Source: an optimization exercise on an open RTL-to-GDS flow (aim: small area, a short achievable clock period and few clock cycles per item). Production flows keep margins and buffers that such runs may drop. At most, simulation tests tie the RTL to the original design; equivalence was not proved. Function not checked in runs 2 and 3: the RTL went through the layout flow alone. Power is estimated from default activity; no workload was simulated.

File: flow/run.sh
#!/bin/bash
# synth_recipe.tcl (not shown) runs the flow's synth.tcl, then flattens the netlist and writes it again
# the make line also repeats each setting of config.mk as NAME=value (left out here)
make -C /OpenROAD-flow-scripts/flow DESIGN_CONFIG=/design/flow/config.mk WORK_HOME=/design/flow/orfs CLKGATE_MAP_FILE= SYNTH_SCRIPT=/design/flow/synth_recipe.tcl finish
File: flow/config.mk
export PLATFORM = sky130hd
export DESIGN_NAME = loadReturnUnit
export DESIGN_NICKNAME = loadReturnUnit
export VERILOG_FILES = /design/flow/design.v
export SDC_FILE = /design/flow/constraint.sdc
export NUM_CORES = 4
export LEC_CHECK = 0
export CAP_MARGIN = 20
export CELL_PAD_IN_SITES_DETAIL_PLACEMENT = 1
export CELL_PAD_IN_SITES_GLOBAL_PLACEMENT = 2
export CORE_MARGIN = 2
export CORE_UTILIZATION = 35
export GPL_ROUTABILITY_DRIVEN = 1
export PLACE_DENSITY = 0.5
export SLEW_MARGIN = 20
File: flow/constraint.sdc
create_clock -name core_clock -period 3.2 [get_ports {clk}]
set_input_delay 0.6400 -clock core_clock [delete_from_list [all_inputs] [get_ports {clk}]]
set_output_delay 0.6400 -clock core_clock [all_outputs]
set_load 0.01 [all_outputs]
File: flow/design.v
`default_nettype none
module laneExtractor (
	input logic [16*8-1:0] line_i,
	input logic [4-1:0] offset_i,
	input logic active_i,
	output logic [32-1:0] data_o
);
	logic [8*(32/8+3)-1:0] coarse;
	logic [16*8-1:0] shifted;
	assign shifted = line_i >> {offset_i[4-1:2], 5'b00000};
	assign coarse = shifted[8*(32/8+3)-1:0];
	logic [8*(32/8+3)-1:0] fine;
	assign fine = coarse >> {offset_i[1:0], 3'b000};
	assign data_o = active_i ? fine[32-1:0] : 32'(0);
endmodule
`default_nettype wire
`default_nettype none
module loadReturnUnit (
	input logic clk,
	input logic reset,
	input logic stall_i,
	input logic loadValid_i,
	input logic [(3 + 5 + 8 + 8 * 4)-1:0] loadReq_i,
	input logic memReady_i,
	input logic [16*8-1:0] memLine_i,
	output logic busy_o,
	output logic packetValid_o,
	output logic [(3 + 8 + 8 * (32 + 5))-1:0] packet_o
);
	localparam int NSLOT = 2;
	localparam int LINE_W = 16 * 8;
	localparam int maskLsb = 8 * 4;
	localparam int regLsb = maskLsb + 8;
	localparam int warpLsb = regLsb + 5;
	logic [(3 + 5 + 8 + 8 * 4)-1:0] slotReq [NSLOT];
	logic [LINE_W-1:0] slotLine [NSLOT];
	logic [NSLOT-1:0] slotVal, slotHas;
	logic outValid;
	logic [3-1:0] outWarp;
	logic [8-1:0] outMask;
	logic [5-1:0] outReg;
	logic [8*32-1:0] outData;
	logic waiting, lineArr, outFree, load, accept;
	assign waiting = |(slotVal & ~slotHas);
	assign lineArr = memReady_i && waiting;
	assign outFree = !outValid || !stall_i;
	assign load = outFree && slotVal[0] && (slotHas[0] || lineArr);
	assign busy_o = slotVal[NSLOT-1] && !load;
	assign accept = loadValid_i && !busy_o;
	logic [NSLOT:0] isLine, isTail;
	always_comb begin
		for (int j = 0; j <= NSLOT; j++) begin
			if (j == NSLOT) begin
				isLine[j] = 1'b0;
				isTail[j] = slotVal[NSLOT-1];
			end else if (j == 0) begin
				isLine[j] = slotVal[0] && !slotHas[0];
				isTail[j] = !slotVal[0];
			end else begin
				isLine[j] = slotVal[j] && !slotHas[j] && slotHas[j-1];
				isTail[j] = !slotVal[j] && slotVal[j-1];
			end
		end
	end
	logic [NSLOT-1:0] wrReq, wrLine;
	always_comb begin
		for (int k = 0; k < NSLOT; k++) begin
			wrReq[k] = accept && (load ? isTail[k+1] : isTail[k]);
			wrLine[k] = lineArr && (load ? isLine[k+1] : isLine[k]);
		end
	end
	logic [LINE_W-1:0] hLine;
	logic [8*32-1:0] hData;
	assign hLine = slotHas[0] ? slotLine[0] : memLine_i;
	for (genvar i = 0; i < 8; i++) begin : gLane
		laneExtractor extractor (
			.line_i(hLine),
			.offset_i(slotReq[0][i*4 +: 4]),
			.active_i(slotReq[0][maskLsb + i]),
			.data_o(hData[i*32 +: 32])
		);
	end
	always_ff @(posedge clk) begin
		if (reset) begin
			slotVal <= '0;
			slotHas <= '0;
			outValid <= 1'b0;
		end else begin
			for (int k = 0; k < NSLOT; k++) begin
				if (k + 1 < NSLOT) begin
					slotVal[k] <= (load ? slotVal[k+1] : slotVal[k]) || wrReq[k];
					slotHas[k] <= (load ? slotHas[k+1] : slotHas[k]) || wrLine[k];
				end else begin
					slotVal[k] <= (!load && slotVal[k]) || wrReq[k];
					slotHas[k] <= (!load && slotHas[k]) || wrLine[k];
				end
			end
			outValid <= load || !outFree;
		end
	end
	always_ff @(posedge clk) begin
		for (int k = 0; k < NSLOT; k++) begin
			if (wrReq[k]) begin
				slotReq[k] <= loadReq_i;
			end else if (load && k + 1 < NSLOT) begin
				slotReq[k] <= slotReq[(k + 1) % NSLOT];
			end
			if (wrLine[k]) begin
				slotLine[k] <= memLine_i;
			end else if (load && k + 1 < NSLOT) begin
				slotLine[k] <= slotLine[(k + 1) % NSLOT];
			end
		end
		if (load) begin
			outWarp <= slotReq[0][warpLsb +: 3];
			outMask <= slotReq[0][maskLsb +: 8];
			outReg <= slotReq[0][regLsb +: 5];
			outData <= hData;
		end
	end
	assign packetValid_o = outValid;
	always_comb begin
		packet_o[(3 + 8 + 8 * (32 + 5))-1 -: 3] = outWarp;
		packet_o[8*(32 + 5) +: 8] = outMask;
		for (int i = 0; i < 8; i++) begin
			packet_o[i*(32 + 5) +: (32 + 5)] = {outData[i*32 +: 32], outReg};
		end
	end
endmodule
`default_nettype wire
==> results of run 1 <==
stage by stage:
stage	util [%]	cell area, um^2	instances	setup TNS [ps]
final	46.70	51750	5654	0
after global routing	46.66	51710	5638	0
after CTS	46.63	51670	5635	0
after global placement	44.32	49120	5496	-563.1
after detailed placement	44.32	49120	5496	-638.0
after floorplan	-	39150	3418	-2289940
report_power, final:
group,leakage (nW),internal (mW),total (mW),switching (mW)
Clock,1.19,4.85,8.74,3.88
Sequential,5.86,9.84,10.2,0.394
Combinational,11.0,3.93,10.4,6.42
Total,18.0,18.6,29.3,10.7
cell usage in the layout, fill, tap and decap left out, types with 23 or more instances in the layout:
| master | count |
|---|---|
| edfxtp_1 | 624 |
| clkdlybuf4s50_1 | 489 |
| nand2_1 | 467 |
| buf_4 | 388 |
| a21oi_1 | 240 |
| mux2_2 | 232 |
| o22ai_1 | 172 |
| nor2_1 | 155 |
| mux4_2 | 136 |
| mux2i_1 | 104 |
| o211ai_1 | 100 |
| o221ai_1 | 94 |
| buf_12 | 92 |
| a221oi_1 | 91 |
| clkbuf_16 | 77 |
| o21ai_0 | 73 |
| a211oi_1 | 70 |
| a21o_1 | 56 |
| and2_1 | 45 |
| nand3_1 | 45 |
| a222oi_1 | 42 |
| a311oi_1 | 42 |
| a221oi_2 | 31 |
| mux2i_2 | 30 |
| clkinv_1 | 23 |
metal layers:
metal / up-vias / track usage [%] / routed length, um
met5: - / 0.7500 / 301
met4: 30 / 19.94 / 13050
met3: 687 / 14.01 / 26230
met2: 2777 / 53.08 / 92460
met1: 18830 / 47.02 / 84670
li1: 15040 / - / -
logic make-up after synthesis:
kind of cell           count (synthesis)  share of synthesized area (%)
muxes                                525                          18.79
DFF                                  629                          48.13
buffers and inverters                408                          4.885
and+or+nand+nor                      767                          8.072
AOI/OAI and AO/OA                   1089                          20.12
sequential cells by signal, indices dropped and copies added, names as in the netlist:
register,flops
outData,256
slotLine,256
slotReq,96
outMask,8
outReg,5
outWarp,3
slotHas,2
slotVal,2
outValid,1
layout make-up:
class / count / area (um^2) / area share [%]
timing repair buffer: 970 / 9677 / 18.70
clock inverter: 41 / 456.7 / 0.8825
sequential: 629 / 18840 / 36.41
clock buffer: 94 / 2041 / 3.944
multi-input combinational: 2381 / 18700 / 36.13
antenna: 18 / 45.04 / 0.08704
tap: 1488 / 1862 / 3.598
inverter: 33 / 127.6 / 0.2466
worst min path at each step:
stage | startpoint | to | slack [ps] | depth (start not counted)
after floorplan | slotReq[0][40] | outReg[0] | 400 | 0
after global placement | slotReq[0][44] | outReg[4] | 400 | 0
after detailed placement | slotReq[0][42] | outReg[2] | 410 | 0
after CTS | slotReq[0][47] | outWarp[2] | 410 | 0
after global routing | slotReq[0][47] | outWarp[2] | 410 | 0
final | slotReq[0][47] | outWarp[2] | 410 | 0
repair_timing:
| item | CTS | global route |
|---|---|---|
| buffers inserted | 4 | 0 |
| resized for setup | 3 | 1 |
| endpoints found under the setup margin | 1 | 1 |
| pin swaps | 0 | 0 |
| endpoints found under the hold margin | 0 | 0 |
==> results_dict.tcl, run 1 <==
set metrics [dict create \
    synthTopCellsByCount "edfxtp_1 (624), nand2_1 (470), a21oi_1 (240), mux2_2 (232), clkbuf_1 (201)" \
    die_h_um 338.4 \
    ys_ff_latch 629 \
    cp_num_buf_inv 3 \
    drv_slew 0 \
    synthToLayoutAreaGrowth_pct 32.21 \
    path_max_fanout 18 \
    synth_nets 3599 \
    cp-end-kind "flip-flop" \
    worst_slack_ps 70.06 \
    cp.arrival_ps 3550 \
    total_power_mw 29.32 \
    peakVddDrop_mv 0.4899 \
    fillCellCount 11620 \
    grt_pass1_vias 37340 \
    syn_avg_cell_area_um2 11.45 \
    clockRootBuffer "clkbuf_16" \
    yosys_warnings 5 \
    period_share_pct 97.81 \
    initial_core_util_pct 35.32 \
    io_buffers 489 \
    endpoint "outData[133]" \
    postCtsHoldBufs 0 \
    status "complete, no violations" \
    fmax_mhz 319.5 \
    yosysUniqueCellTypes 46 \
    syn_area_mm2 0.03914 \
    whs_ps 407.9 \
    cp.depth 8 \
    hp-class "flip-flop to flip-flop" \
    via_per_inst 6.609 \
    num_io_pins 490 \
    critPathTopFamily "compound AO/OA/AOI/OAI gates" \
    worst_slew_pin_slew_ps 1267 \
    max_stage_delay_ps 530 \
    post-route-drc-count 0 \
    ys_seq_area_share_pct 48.13 \
    worstRegToRegCells 8 \
    vias 37370 \
    critPathLaunchType "flip-flop" \
    worstReg2RegEnd "outData[133]" \
    die_width_um 338.4 \
    ctsHtreeMaxLevel 3 \
    row_count 122 \
    startpoint "slotHas[0]" \
    place_ws_ps -167.1 \
    drt_first_pass_iters 10 \
    cts_tree "built" \
    finClkSkew_ps 48.63 \
    antenna_found_initial 31 \
    gp_congestion 0.9623 \
    p_per_area_mw_per_mm2 566.5 \
    ant_nets 0 \
    clockBufferDepth 3 \
    drive_gt1_share_pct 25.55 \
    synth_cells 3418 \
    grt_pass1_wl_mm 297.6 \
    drv_cap 0 \
    hpwlAfterDp_mm 149.7 \
    relSlewSlack_pct 13.70 \
    slowest_stage "a221oi_1" \
    reg2reg_slack_ps 70 \
    post-route-min-period_ps 3130 \
    synth.most_common_cell "edfxtp_1" \
    cts_buffers 76 \
    hold_viol 0 \
    worstPathRequired_ps 3620 \
    synth_enable_flop_cells 624 \
    cts.sinks 629 \
    routed_wl_mm 216.7 \
    grt.overflow.total 0 \
    finalSetupViolations 0 \
    synth_top_area_cell "edfxtp_1" \
    crit_chain "buf_4 -> buf_4 -> mux2_2 -> buf_12 -> o22ai_1 -> a221oi_1 -> o22ai_1 -> a211oi_1" \
    avgRoutedWirePerCell_um 38.33 \
    insertion_delay_ps 720 \
    grt_max_degree 85 \
    finalNetCount 4272 \
    synth_ff_type "edfxtp_1" \
    die-area_mm2 0.1145 \
    yosys.area.top_type_share_pct 47.87 \
    worstReg2RegStart "slotHas[0]" \
    rsz0062_at_grt "no" \
    grt.total_usage_pct 36.66 \
    worstSetupPathType "flip-flop to flip-flop" \
    leakage_nw 18.03 \
    first_iter_violations 5425 \
    clkTransAtPathRegs_ps 60 \
    async_flop_share_pct 0 \
    synth.area.top_cells "edfxtp_1 (48%), mux4_2 (7.8%), mux2_2 (6.7%), nand2_1 (4.5%), mux2i_1 (3.4%)" \
    core_mm2 0.1108 \
]
Testbench counts, summed over its fixed seeds: cycles 3,017, packets 2,400.
==> run 2, diff against run 1 <==
--- a/flow/design.v
+++ b/flow/design.v
@@ -27,7 +27,7 @@
 	output logic packetValid_o,
 	output logic [(3 + 8 + 8 * (32 + 5))-1:0] packet_o
 );
-	localparam int NSLOT = 2;
+	localparam int NSLOT = 3;
 	localparam int LINE_W = 16 * 8;
 	localparam int maskLsb = 8 * 4;
 	localparam int regLsb = maskLsb + 8;
==> results_dict.tcl, run 2 <==
set metrics [dict create \
    num_io_pins 490 \
    fin_cells 6346 \
    synthToLayoutAreaGrowth_pct 29.86 \
    place_ws_ps -269.8 \
    yosys.area.top_type_share_pct 51.27 \
    ctsHtreeMaxLevel 3 \
    rsz0062_at_grt "no" \
    finalSetupViolations 5 \
    synthTopCellsByCount "edfxtp_1 (800), mux2_2 (439), nand2_1 (334), a21oi_1 (241), clkbuf_1 (221)" \
    die_h_um 369.9 \
    cp.arrival_ps 3760 \
    grt_pass1_wl_mm 349.2 \
    antenna_found_initial 32 \
    yosys_warnings 5 \
    first_iter_violations 6081 \
    status "finished with violations" \
    cts.sinks 807 \
    cp-end-kind "flip-flop" \
    hold_end "outReg[1]" \
    drive_gt1_share_pct 29.54 \
    ys_seq_area_share_pct 51.57 \
    reg2reg_slack_ps -60 \
    total_power_mw 33.64 \
    layout_commonest_cell "edfxtp_1" \
    cts_tree "built" \
    utilization_pct 45.71 \
    min_from "slotReq[0][41]" \
    post-route-min-period_ps 3258 \
    worstRegToRegCells 8 \
    worstReg2RegEnd "outData[194]" \
    synth_enable_flop_cells 800 \
    vias 41730 \
    routed_wl_mm 256.4 \
    post-place-cells 6161 \
    final_cell_mix "edfxtp_1 (800), clkdlybuf4s50_1 (489), buf_4 (446), mux2_2 (437), nand2_1 (328)" \
    hp-class "flip-flop to flip-flop" \
    via_per_inst 6.576 \
    whs_path_depth 0 \
    synth.area.top_cells "edfxtp_1 (51%), mux2_2 (11%), mux4_2 (6.3%), mux2i_1 (3.7%), nand2_1 (2.7%)" \
    largest_reg_flops 384 \
    syn_avg_cell_area_um2 12.51 \
    worst_slack_ps -58.12 \
    grt_pass1_vias 41860 \
    drv_cap 0 \
    avgRoutedWirePerCell_um 40.40 \
    synth.most_common_cell "edfxtp_1" \
    syn_area_mm2 0.04686 \
    gp_congestion 0.9822 \
    cts_buffers 91 \
    p_per_area_mw_per_mm2 552.9 \
    finClkSkew_ps 64.20 \
    insertion_delay_ps 760 \
    hold_viol 0 \
    io_buffers 489 \
    clockBufferDepth 3 \
    peakVddDrop_mv 0.4523 \
    fmax_mhz 306.9 \
    worstSetupPathType "flip-flop to flip-flop" \
    leakage_nw 21.34 \
    grt.overflow.total 0 \
    path_max_fanout 41 \
    critPathLaunchType "flip-flop" \
    worstPathRequired_ps 3700 \
    die-area_mm2 0.1368 \
    synth_nets 3926 \
    so.violations "setup timing" \
    hpwlAfterDp_mm 179.6 \
    yosysUniqueCellTypes 60 \
    initial_core_util_pct 35.20 \
    drt_first_pass_iters 7 \
    synth_cells 3745 \
    row_count 134 \
    die_width_um 369.9 \
    top_regs "slotLine x384, outData x256, slotReq x144" \
    drv_slew 0 \
    ant_nets 0 \
    ys_ff_latch 807 \
    grt_max_degree 59 \
    core_mm2 0.1331 \
    period_share_pct 101.8 \
    finalNetCount 4669 \
    synth_top_area_cell "edfxtp_1" \
    worstReg2RegStart "slotHas[0]" \
    worst_slew_pin_slew_ps 1181 \
    whs_ps 419.5 \
    relSlewSlack_pct 21.10 \
    post-route-drc-count 0 \
    clockRootBuffer "clkbuf_16" \
    clkTransAtPathRegs_ps 60 \
    regMostFlops "slotLine" \
    synth_ff_type "edfxtp_1" \
    grt.total_usage_pct 36.62 \
    async_flop_share_pct 0 \
]
-- run 2: cell types whose count changed after synthesis, moves of 32 or more --
| cell | delta |
|---|---|
| a22oi_1 | +36 |
| and2_1 | -36 |
| mux2_2 | +207 |
| o211a_1 | +34 |
| edfxtp_1 | +176 |
| nand2_1 | -136 |
| mux2i_1 | +37 |
| a311oi_1 | -36 |
| o211ai_1 | -32 |
-- run 2: worst max path at each step --
stage / cells past startpoint / startpoint / endpoint
2_1_floorplan: 4 / memReady_i / slotLine[2][0]
3_3_place_gp: 8 / memLine_i[69] / outData[5]
3_5_place_dp: 7 / memLine_i[67] / outData[3]
4_1_cts: 9 / slotHas[0] / outData[214]
5_1_grt: 9 / slotHas[0] / outData[3]
6_report: 8 / slotHas[0] / outData[194]
-- run 2: what timing repair did --
item                                    4_1_cts  5_1_grt
hold buffers                                  0        0
buffers inserted                              0        0
endpoints found under the setup margin        0        9
resized for setup                             0        8
-- run 2: where the power goes --
group / total [mW] / switching [mW] / internal [mW] / leakage, nW
Sequential: 12.8 / 0.405 / 12.4 / 7.48
Combinational: 10.2 / 6.42 / 3.82 / 12.4
Clock: 10.6 / 4.79 / 5.85 / 1.42
Total: 33.6 / 11.6 / 22.0 / 21.3
-- run 2: worst max-delay path: stages, from the launching register on --
cell and delay (ps):
dfxtp_4 450, buf_12 290, mux2_2 600, buf_4 260
o22ai_1 80, a221oi_1 560, buf_4 220, o22ai_1 70
a211oi_1 390
-- run 2: per-stage QoR --
stage               instance area [um^2]  TNS [ps]
CTS                                60710         0
floorplan                          46900  -2776580
global route                       60800         0
finish                             60850    -206.7
detailed placement                 57760     -3831
global placement                   57750     -3061
-- run 2: layout make-up --
cell class,instances,area [um^2]
diodes,22,55.05
clock buffers,105,2330
clock inverters,56,619.3
fillers,13730,72270
inverters,30,116.4
multi-input cells,2508,20800
flip-flops and latches,807,24170
well taps,1768,2212
repair buffers,1050,10550
-- run 2: routing by layer --
layer  track usage [%]  vias up  share of wire, %
met2             54.23     2916                43
li1                  -    16690                 -
met3             10.59      687                11
met1             48.31    21420                40
met4             19.62       20               6.2
met5                 0        -             0.053
-- run 2: cell families (layout without fill, tap and decap cells) --
logic type      Yosys count  in the layout  share of synthesized area (%)
other cells               0             22                              0
simple gates            574            574                          5.007
mux                     751            751                          20.81
compound gates         1182           1182                          18.17
flops                   807            807                          51.57
buf+inv                 430           1241                          4.427
xor+xnor                  1              1                        0.01870
==> run 3, diff against run 2 <==
--- a/flow/design.v
+++ b/flow/design.v
@@ -5,13 +5,27 @@
 	input logic active_i,
 	output logic [32-1:0] data_o
 );
-	logic [8*(32/8+3)-1:0] coarse;
-	logic [16*8-1:0] shifted;
-	assign shifted = line_i >> {offset_i[4-1:2], 5'b00000};
-	assign coarse = shifted[8*(32/8+3)-1:0];
-	logic [8*(32/8+3)-1:0] fine;
-	assign fine = coarse >> {offset_i[1:0], 3'b000};
-	assign data_o = active_i ? fine[32-1:0] : 32'(0);
+	localparam int WIN_W = 32 + 24;
+	logic [16*8+WIN_W-1:0] ext;
+	assign ext = {(WIN_W)'(0), line_i};
+	logic [3:0] selWord, selByte;
+	logic [WIN_W-1:0] coarse;
+	logic [32-1:0] fine;
+	always_comb begin
+		for (int w = 0; w < 4; w++) begin
+			selWord[w] = (offset_i[3:2] == 2'(w));
+			selByte[w] = active_i && (offset_i[1:0] == 2'(w));
+		end
+		coarse = '0;
+		for (int w = 0; w < 4; w++) begin
+			coarse = coarse | ({WIN_W{selWord[w]}} & ext[32*w +: WIN_W]);
+		end
+		fine = '0;
+		for (int b = 0; b < 4; b++) begin
+			fine = fine | ({32{selByte[b]}} & coarse[8*b +: 32]);
+		end
+	end
+	assign data_o = fine;
 endmodule
 `default_nettype wire
 `default_nettype none
@@ -27,7 +41,7 @@
 	output logic packetValid_o,
 	output logic [(3 + 8 + 8 * (32 + 5))-1:0] packet_o
 );
-	localparam int NSLOT = 3;
+	localparam int NSLOT = 4;
 	localparam int LINE_W = 16 * 8;
 	localparam int maskLsb = 8 * 4;
 	localparam int regLsb = maskLsb + 8;
@@ -44,7 +58,7 @@
 	assign waiting = |(slotVal & ~slotHas);
 	assign lineArr = memReady_i && waiting;
 	assign outFree = !outValid || !stall_i;
-	assign load = outFree && slotVal[0] && (slotHas[0] || lineArr);
+	assign load = outFree && slotHas[0];
 	assign busy_o = slotVal[NSLOT-1] && !load;
 	assign accept = loadValid_i && !busy_o;
 	logic [NSLOT:0] isLine, isTail;
@@ -71,7 +85,7 @@
 	end
 	logic [LINE_W-1:0] hLine;
 	logic [8*32-1:0] hData;
-	assign hLine = slotHas[0] ? slotLine[0] : memLine_i;
+	assign hLine = slotLine[0];
 	for (genvar i = 0; i < 8; i++) begin : gLane
 		laneExtractor extractor (
 			.line_i(hLine),
==> flow/flow/run.sh (new file) <==
#!/bin/bash
set -uo pipefail
export BUFFER_PORTS_ARGS="-buffer_cell sky130_fd_sc_hd__buf_2"
bash standard.sh > standard_make.log 2>&1
status=$?
tail -5 standard_make.log
exit $status
==> flow/standard.sh (new file) <==
#!/bin/bash
# synth_recipe.tcl (not shown) runs the flow's synth.tcl, then flattens the netlist and writes it again
# the make line also repeats each setting of config.mk as NAME=value (left out here)
make -C /OpenROAD-flow-scripts/flow DESIGN_CONFIG=/design/flow/config.mk WORK_HOME=/design/flow/orfs CLKGATE_MAP_FILE= SYNTH_SCRIPT=/design/flow/synth_recipe.tcl "${@:-finish}"
--- a/flow/config.mk
+++ b/flow/config.mk
@@ -9,7 +9,8 @@
 export CELL_PAD_IN_SITES_DETAIL_PLACEMENT = 1
 export CELL_PAD_IN_SITES_GLOBAL_PLACEMENT = 2
 export CORE_MARGIN = 2
-export CORE_UTILIZATION = 35
+export CORE_UTILIZATION = 50
 export GPL_ROUTABILITY_DRIVEN = 1
-export PLACE_DENSITY = 0.5
+export PLACE_DENSITY = 0.65
+export SETUP_SLACK_MARGIN = 1.0
 export SLEW_MARGIN = 20
removed: flow/run.sh
==> results_dict.tcl, run 3 <==
set metrics [dict create \
    io_buffers 489 \
    clkPwrFrac_pct 34.5 \
    core_mm2 0.1048 \
    synth_nets 3559 \
    peakVddDrop_mv 0.5138 \
    drv_slew 0 \
    grt.overflow.total 0 \
    synth_cells 3378 \
    p_int_mw 25.94 \
    synthTopCellsByCount "edfxtp_1 (976), mux2_2 (420), a22oi_1 (334), mux4_2 (256), clkbuf_1 (222)" \
    synth_top_area_cell "edfxtp_1" \
    synth.area.top_cells "edfxtp_1 (56%), mux4_2 (11%), mux2_2 (9.0%), a22oi_1 (4.8%), mux2i_1 (3.6%)" \
    worstSetupPathType "flip-flop to flip-flop" \
    use_met1_pct 50.67 \
    total_power_mw 37.20 \
    top_regs "slotLine x512, outData x256, slotReq x192" \
    hp-class "input port to flip-flop" \
    worstPathRequired_ps 3710 \
    yosys.area.top_type_share_pct 55.65 \
    num_io_pins 490 \
    synth.most_common_cell "edfxtp_1" \
    path_max_fanout 8 \
    switching_power_mw 11.26 \
    hpwlAfterDp_mm 133.0 \
    status "complete, no violations" \
    post-route-min-period_ps 2412 \
    final_cell_mix "edfxtp_1 (976), buf_2 (490), mux2_2 (395), buf_4 (338), a22oi_1 (334)" \
    die-area_mm2 0.1080 \
    grt_use_met2_pct 60.81 \
    finalNetCount 4352 \
    initial_core_util_pct 50.25 \
    critPathTopFamily "buffers and inverters" \
    clockRootBuffer "clkbuf_16" \
    clkTransAtPathRegs_ps 70 \
    seqPwrFrac_pct 41.7 \
    met3_usage_pct 12.58 \
    fmax_mhz 414.7 \
    final_cell_area_mm2 0.06692 \
    drive_gt1_share_pct 49.10 \
    p_sw_share_pct 30.27 \
    leakage_nw 24.97 \
    gp_congestion 0.9454 \
    yosys_warnings 6 \
    utilization_pct 63.85 \
    ys_seq_area_share_pct 55.99 \
    grt.total_usage_pct 40.16 \
    grt_pass1_wl_mm 303.7 \
    top_usage_layer "met2" \
    async_flop_share_pct 0 \
    period_share_pct 75.36 \
    ant_nets 0 \
    path_common_cell "buf_12" \
    cp_num_buf_inv 6 \
    max_stage_delay_ps 420 \
    clockBufferDepth 3 \
    finClkSkew_ps 93.72 \
    cts_tree "built" \
    grt_max_degree 150 \
    relSlewSlack_pct 25.67 \
    drv_cap 0 \
    via_per_inst 7.242 \
    rsz0062_at_grt "yes" \
    antenna_found_initial 25 \
    cp.arrival_ps 2920 \
    ctsHtreeMaxLevel 3 \
    critPathLaunchType "flip-flop" \
    largest_reg_flops 512 \
    p_per_area_mw_per_mm2 555.8 \
    cp-end-kind "flip-flop" \
    cts.sinks 985 \
    finalSetupViolations 0 \
    grt_pass1_vias 39360 \
    syn_area_mm2 0.05267 \
    insertion_delay_ps 760 \
    worst_slew_pin_slew_ps 1115 \
    layout_commonest_cell "edfxtp_1" \
    hold_viol 0 \
    die_h_um 328.6 \
    regMostFlops "slotLine" \
    yosysUniqueCellTypes 40 \
    vias 41000 \
    synthToLayoutAreaGrowth_pct 27.06 \
    post-route-drc-count 0 \
    ys_ff_latch 985 \
    synth_enable_flop_cells 976 \
    slowest_stage "o41a_1" \
    drt_first_pass_iters 8 \
    synth_ff_type "edfxtp_1" \
    avgRoutedWirePerCell_um 42.07 \
    place_area_mm2 0.05708 \
    crit_chain "buf_4 -> buf_6 -> nor2b_4 -> o41a_1 -> a21boi_4 -> buf_12 -> or2_4 -> buf_12 -> buf_12 -> bufbuf_16" \
    die_width_um 328.6 \
    whs_ps 116.0 \
    combPwrFrac_pct 23.8 \
    first_iter_violations 7229 \
    row_count 119 \
    syn_avg_cell_area_um2 15.59 \
    routed_wl_mm 238.1 \
    cts_buffers 104 \
]
## run 3: cell types whose count changed after synthesis, sizes merged, moves of 122 or more
cell     before  now
nand2       334  192
o2bb2ai      25  184
nor2        149   27
o221ai      125    0
edfxtp      800  976
mux4        131  256
o22ai       192    1
a21oi       241    4
a22oi        52  334
## run 3: worst register-to-register path, delay by kind of cell (launching register included)
family                 cells  cell delay [ps]
buffers and inverters      6              940
AOI/OAI and AO/OA          2              600
DFF                        1              330
and+or+nand+nor            2              310
## run 3: timing repair
item,in CTS,in global routing
endpoints found under the setup margin,771,765
gates cloned,35,42
pin swaps,12,4
setup buffers,246,75
hold buffers,0,0
gates resized for setup,74,116
## run 3: final timing paths
kind                           to  slack, ps            from  cells past startpoint
setup / recovery  slotLine[2][44]        790      slotHas[0]                     10
hold / removal     slotLine[3][1]        120    memLine_i[1]                      1
setup reg to reg  slotLine[2][44]        790      slotHas[0]                     10
hold reg to reg         outReg[3]        430  slotReq[0][43]                      0
## run 3: area by class of cell
type                    count  area (um^2)
inverters                   2        20.02
repair inverters            1        8.758
fillers                  9395        37900
repair buffers           1084        10410
clock inverters            74        849.6
clock buffers             122         2691
well taps                1391         1740
multi-input cells        1993        21670
diodes                      9        22.52
flip-flops and latches    985        29510
## run 3: power groups by stage
stage | Combinational (mW) | Clock, mW | Sequential (mW)
finish | 8.85 | 12.8 | 15.5
floorplan | 4.39 | 0 | 15.6
global route | 8.99 | 13.3 | 15.5
global placement | 6.31 | 0 | 16.3
detailed placement | 6.50 | 0 | 16.4
CTS | 8.07 | 12.7 | 15.5
## run 3: metal layers
metal	vias to the layer above	part of all wire [%]
met3	952	12
met1	20990	35
li1	15610	-
met5	-	0.14
met4	26	7.7
met2	3428	45
## run 3: cell families (layout without fill, tap and decap cells)
family | after synthesis | in the layout | synth area share (%)
flip-flops | 985 | 985 | 55.99
buffers and inverters | 404 | 1283 | 3.753
multiplexers | 975 | 975 | 26.56
AO/OA/AOI/OAI | 723 | 724 | 11.25
AND/OR/NAND/NOR | 291 | 294 | 2.444
other | 0 | 9 | 0
## run 3: through the flow
step	setup WS [ps]	setup TNS, ps	std cells
2_1_floorplan	-634.5	-131040	3378
3_3_place_gp	330.3	0	5056
3_5_place_dp	306.7	0	5058
4_1_cts	810.2	0	5535
5_1_grt	772.3	0	5658
6_report	788.4	0	5661
==> run 4, diff against run 3 <==
--- a/flow/design.v
+++ b/flow/design.v
@@ -41,7 +41,7 @@
 	output logic packetValid_o,
 	output logic [(3 + 8 + 8 * (32 + 5))-1:0] packet_o
 );
-	localparam int NSLOT = 4;
+	localparam int NSLOT = 3;
 	localparam int LINE_W = 16 * 8;
 	localparam int maskLsb = 8 * 4;
 	localparam int regLsb = maskLsb + 8;
@@ -58,7 +58,7 @@
 	assign waiting = |(slotVal & ~slotHas);
 	assign lineArr = memReady_i && waiting;
 	assign outFree = !outValid || !stall_i;
-	assign load = outFree && slotHas[0];
+	assign load = outFree && slotVal[0] && (slotHas[0] || lineArr);
 	assign busy_o = slotVal[NSLOT-1] && !load;
 	assign accept = loadValid_i && !busy_o;
 	logic [NSLOT:0] isLine, isTail;
@@ -85,7 +85,7 @@
 	end
 	logic [LINE_W-1:0] hLine;
 	logic [8*32-1:0] hData;
-	assign hLine = slotLine[0];
+	assign hLine = slotHas[0] ? slotLine[0] : memLine_i;
 	for (genvar i = 0; i < 8; i++) begin : gLane
 		laneExtractor extractor (
 			.line_i(hLine),
--- a/flow/config.mk
+++ b/flow/config.mk
@@ -12,5 +12,5 @@
 export CORE_UTILIZATION = 50
 export GPL_ROUTABILITY_DRIVEN = 1
 export PLACE_DENSITY = 0.65
-export SETUP_SLACK_MARGIN = 1.0
+export SETUP_SLACK_MARGIN = 0.5
 export SLEW_MARGIN = 20
==> results_dict.tcl, run 4 <==
set metrics [dict create \
    fmax_mhz 366.2 \
    gp_congestion 1.097 \
    clockRootBuffer "clkbuf_16" \
    async_flop_share_pct 0 \
    final_cell_mix "edfxtp_1 (800), buf_2 (489), mux2_2 (437), nand2_1 (401), nand4_1 (272)" \
    drt_first_pass_iters 10 \
    finalNetCount 4612 \
    yosysUniqueCellTypes 55 \
    drive_gt1_share_pct 36.00 \
    syn_avg_cell_area_um2 12.05 \
    worst_slew_pin_slew_ps 1208 \
    synth_nets 4144 \
    vias 44390 \
    peakVddDrop_mv 0.6424 \
    fillCellCount 9528 \
    synth_top_area_cell "edfxtp_1" \
    whs_ps 133.2 \
    avgRoutedWirePerCell_um 43.29 \
    row_count 113 \
    hp-class "input port to flip-flop" \
    finalSetupViolations 0 \
    antenna_found_initial 23 \
    yosys.area.top_type_share_pct 50.31 \
    finClkSkew_ps 44.67 \
    worstPathRequired_ps 3600 \
    io_buffers 489 \
    period_share_pct 85.33 \
    clkTransAtPathRegs_ps 70 \
    yosys_warnings 6 \
    slowest_stage "dfxtp_4" \
    hold_end "slotReq[2][6]" \
    reg2reg_slack_ps 470 \
    worstReg2RegEnd "outData[118]" \
    hold_viol 0 \
    die_width_um 313.0 \
    regMostFlops "slotLine" \
    drv_cap 0 \
    seqCellArea_mm2 0.02417 \
    synth_enable_flop_cells 800 \
    cts_tree "built" \
    synth_ff_type "edfxtp_1" \
    relSlewSlack_pct 19.45 \
    path_max_fanout 37 \
    synth_cells 3963 \
    synthTopCellsByCount "edfxtp_1 (800), mux2_2 (437), nand2_1 (404), nand4_1 (272), o21ai_0 (263)" \
    postCtsHoldBufs 0 \
    ys_seq_area_share_pct 50.61 \
    min_from "loadReq_i[6]" \
    cp.arrival_ps 3130 \
    post-route-drc-count 0 \
    largest_reg_flops 384 \
    routed_wl_mm 250.5 \
    core_mm2 0.09487 \
    multiInputGateArea_mm2 0.02181 \
    status "complete, no violations" \
    top_regs "slotLine x384, outData x256, slotReq x144" \
    ys_ff_latch 807 \
    whs_path_depth 1 \
    cp-end-kind "flip-flop" \
    die_h_um 313.0 \
    syn_area_mm2 0.04775 \
    cts.sinks 807 \
    rsz0062_at_grt "yes" \
    grt_pass1_vias 43250 \
    grt_pass1_wl_mm 340.6 \
    initial_core_util_pct 50.33 \
    startpoint "slotHas[0]" \
    leakage_nw 19.31 \
    crit_chain "buf_12 -> buf_12 -> buf_4 -> mux2i_2 -> buf_4 -> o22ai_1 -> o21ai_0 -> o2111ai_1" \
    num_io_pins 490 \
    ctsHtreeMaxLevel 3 \
    first_iter_violations 7471 \
    drv_slew 0 \
    ant_nets 0 \
    layout_commonest_cell "edfxtp_1" \
    synthToLayoutAreaGrowth_pct 17.32 \
    worstRegToRegCells 8 \
    finalSetupTns_ps 0 \
    p_per_area_mw_per_mm2 554.5 \
    worstSetupPathType "flip-flop to flip-flop" \
    utilization_pct 59.05 \
    grt.total_usage_pct 49.82 \
    grt_max_degree 70 \
    cts_buffers 87 \
    worstReg2RegStart "slotHas[0]" \
    synth.area.top_cells "edfxtp_1 (50%), mux2_2 (10%), mux4_2 (8.2%), nand4_1 (3.6%), o22ai_1 (3.2%)" \
    critPathLaunchType "flip-flop" \
    post-route-min-period_ps 2731 \
    synth.most_common_cell "edfxtp_1" \
    grt.overflow.total 0 \
    insertion_delay_ps 710 \
    hpwlAfterDp_mm 162.5 \
    max_stage_delay_ps 390 \
    via_per_inst 7.669 \
    die-area_mm2 0.09798 \
    clockBufferDepth 3 \
]
-- run 4: cell types whose count changed after synthesis, sizes merged, moves of 108 or more --
cell     before  now
o22ai         1  246
o21ai        19  268
o2bb2ai     184    9
nor2         27  162
a22oi       334  178
edfxtp      976  800
nand4         0  272
mux2i       192   84
nand2       192  404
-- run 4: layer usage --
layer,wire length [um],GRT usage [%],vias up
li1,-,-,16920
met4,23440,37.71,34
met5,323,0.5803,-
met3,38530,22.89,1144
met1,83890,59.13,22070
met2,104400,70.42,4218
-- run 4: timing repair --
item                                    in CTS  in global routing
endpoints found under the setup margin     161                 35
resized for setup                            3                 10
buffers inserted                             7                  2
-- run 4: logic make-up after synthesis --
group	Yosys count	share of synthesized area, %
flops	807	50.61
compound gates	959	13.53
simple gates	1077	11.09
mux	699	20.47
buf+inv	421	4.305
-- run 4: worst max-delay path by stage --
stage,slack (ps),end,cells past startpoint
2_1_floorplan,-3570,slotLine[0][0],4
3_3_place_gp,180,outData[20],7
3_5_place_dp,150,outData[20],7
4_1_cts,530,outData[110],4
5_1_grt,510,outData[148],7
6_report,470,outData[118],8
-- run 4: through the flow --
stage	area, um^2	power (mW)	worst slack (ps)	cells
finish	56020	31.06	469.3	5788
global route	55970	31.40	508.9	5770
CTS	55870	30.44	534.9	5760
detailed placement	53030	20.46	149.3	5598
global placement	53030	20.30	177.6	5598
floorplan	47800	16.89	-3572	3963
-- run 4: cell type report --
| type | count | area share [%] |
|---|---|---|
| flip-flops and latches | 807 | 43.14 |
| multi-input cells | 2735 | 38.94 |
| repair buffers | 781 | 9.953 |
| clock buffers | 104 | 4.000 |
| well taps | 1265 | 2.825 |
| clock inverters | 51 | 0.8867 |
| inverters | 19 | 0.1340 |
| diodes | 26 | 0.1161 |
-- run 4: power breakdown --
group          switching [mW]  internal [mW]
logic                    5.42           2.59
registers               0.507           12.4
clock network            4.65           5.52
total                    10.6           20.5
-- run 4: worst max-delay path, delay by kind of cell, from the launching register on --
family / cells / cell delay [ps]
buffers and inverters: 4 / 940
multiplexers: 1 / 380
AO/OA/AOI/OAI: 3 / 700
flip-flops: 1 / 390
Testbench counts of run 4, summed over its fixed seeds: cycles 2,432, packets 2,400.

==> afterwards: timing with drivers on the ports <==
No port has a modelled driver above. Below, the same layouts with a new extraction and two added sets of constraints.
Step 1, drivers: a clkbuf_16 drives clk and a buf_2 each remaining input, both assumed.
Step 2, shift: input delay + t, output delay - t, t = (earliest + latest rising clock arrival at the registers) / 2. This alone moves slack from input paths to output paths.
a / b / c = ideal / step 1 / step 2; a / b = the first two.
run | shift t [ns] | setup slack, ns | latest minus earliest clock arrival (ns)
run 1 | 0.770 | 0.070 / 0.036 / -0.313 | 0.049 / 0.049
run 2 | 0.812 | -0.058 / -0.058 / -0.430 | 0.064 / 0.064
run 3 | 0.786 | 0.788 / 0.729 / 0.393 | 0.094 / 0.094
run 4 | 0.772 | 0.469 / 0.469 / 0.438 | 0.047 / 0.047
With both steps, setup timing fails in run 1, where it was met with ideal ports. The setup slack of run 3, which loses most, moves by -0.059 ns with the drivers and by -0.395 ns with both steps.
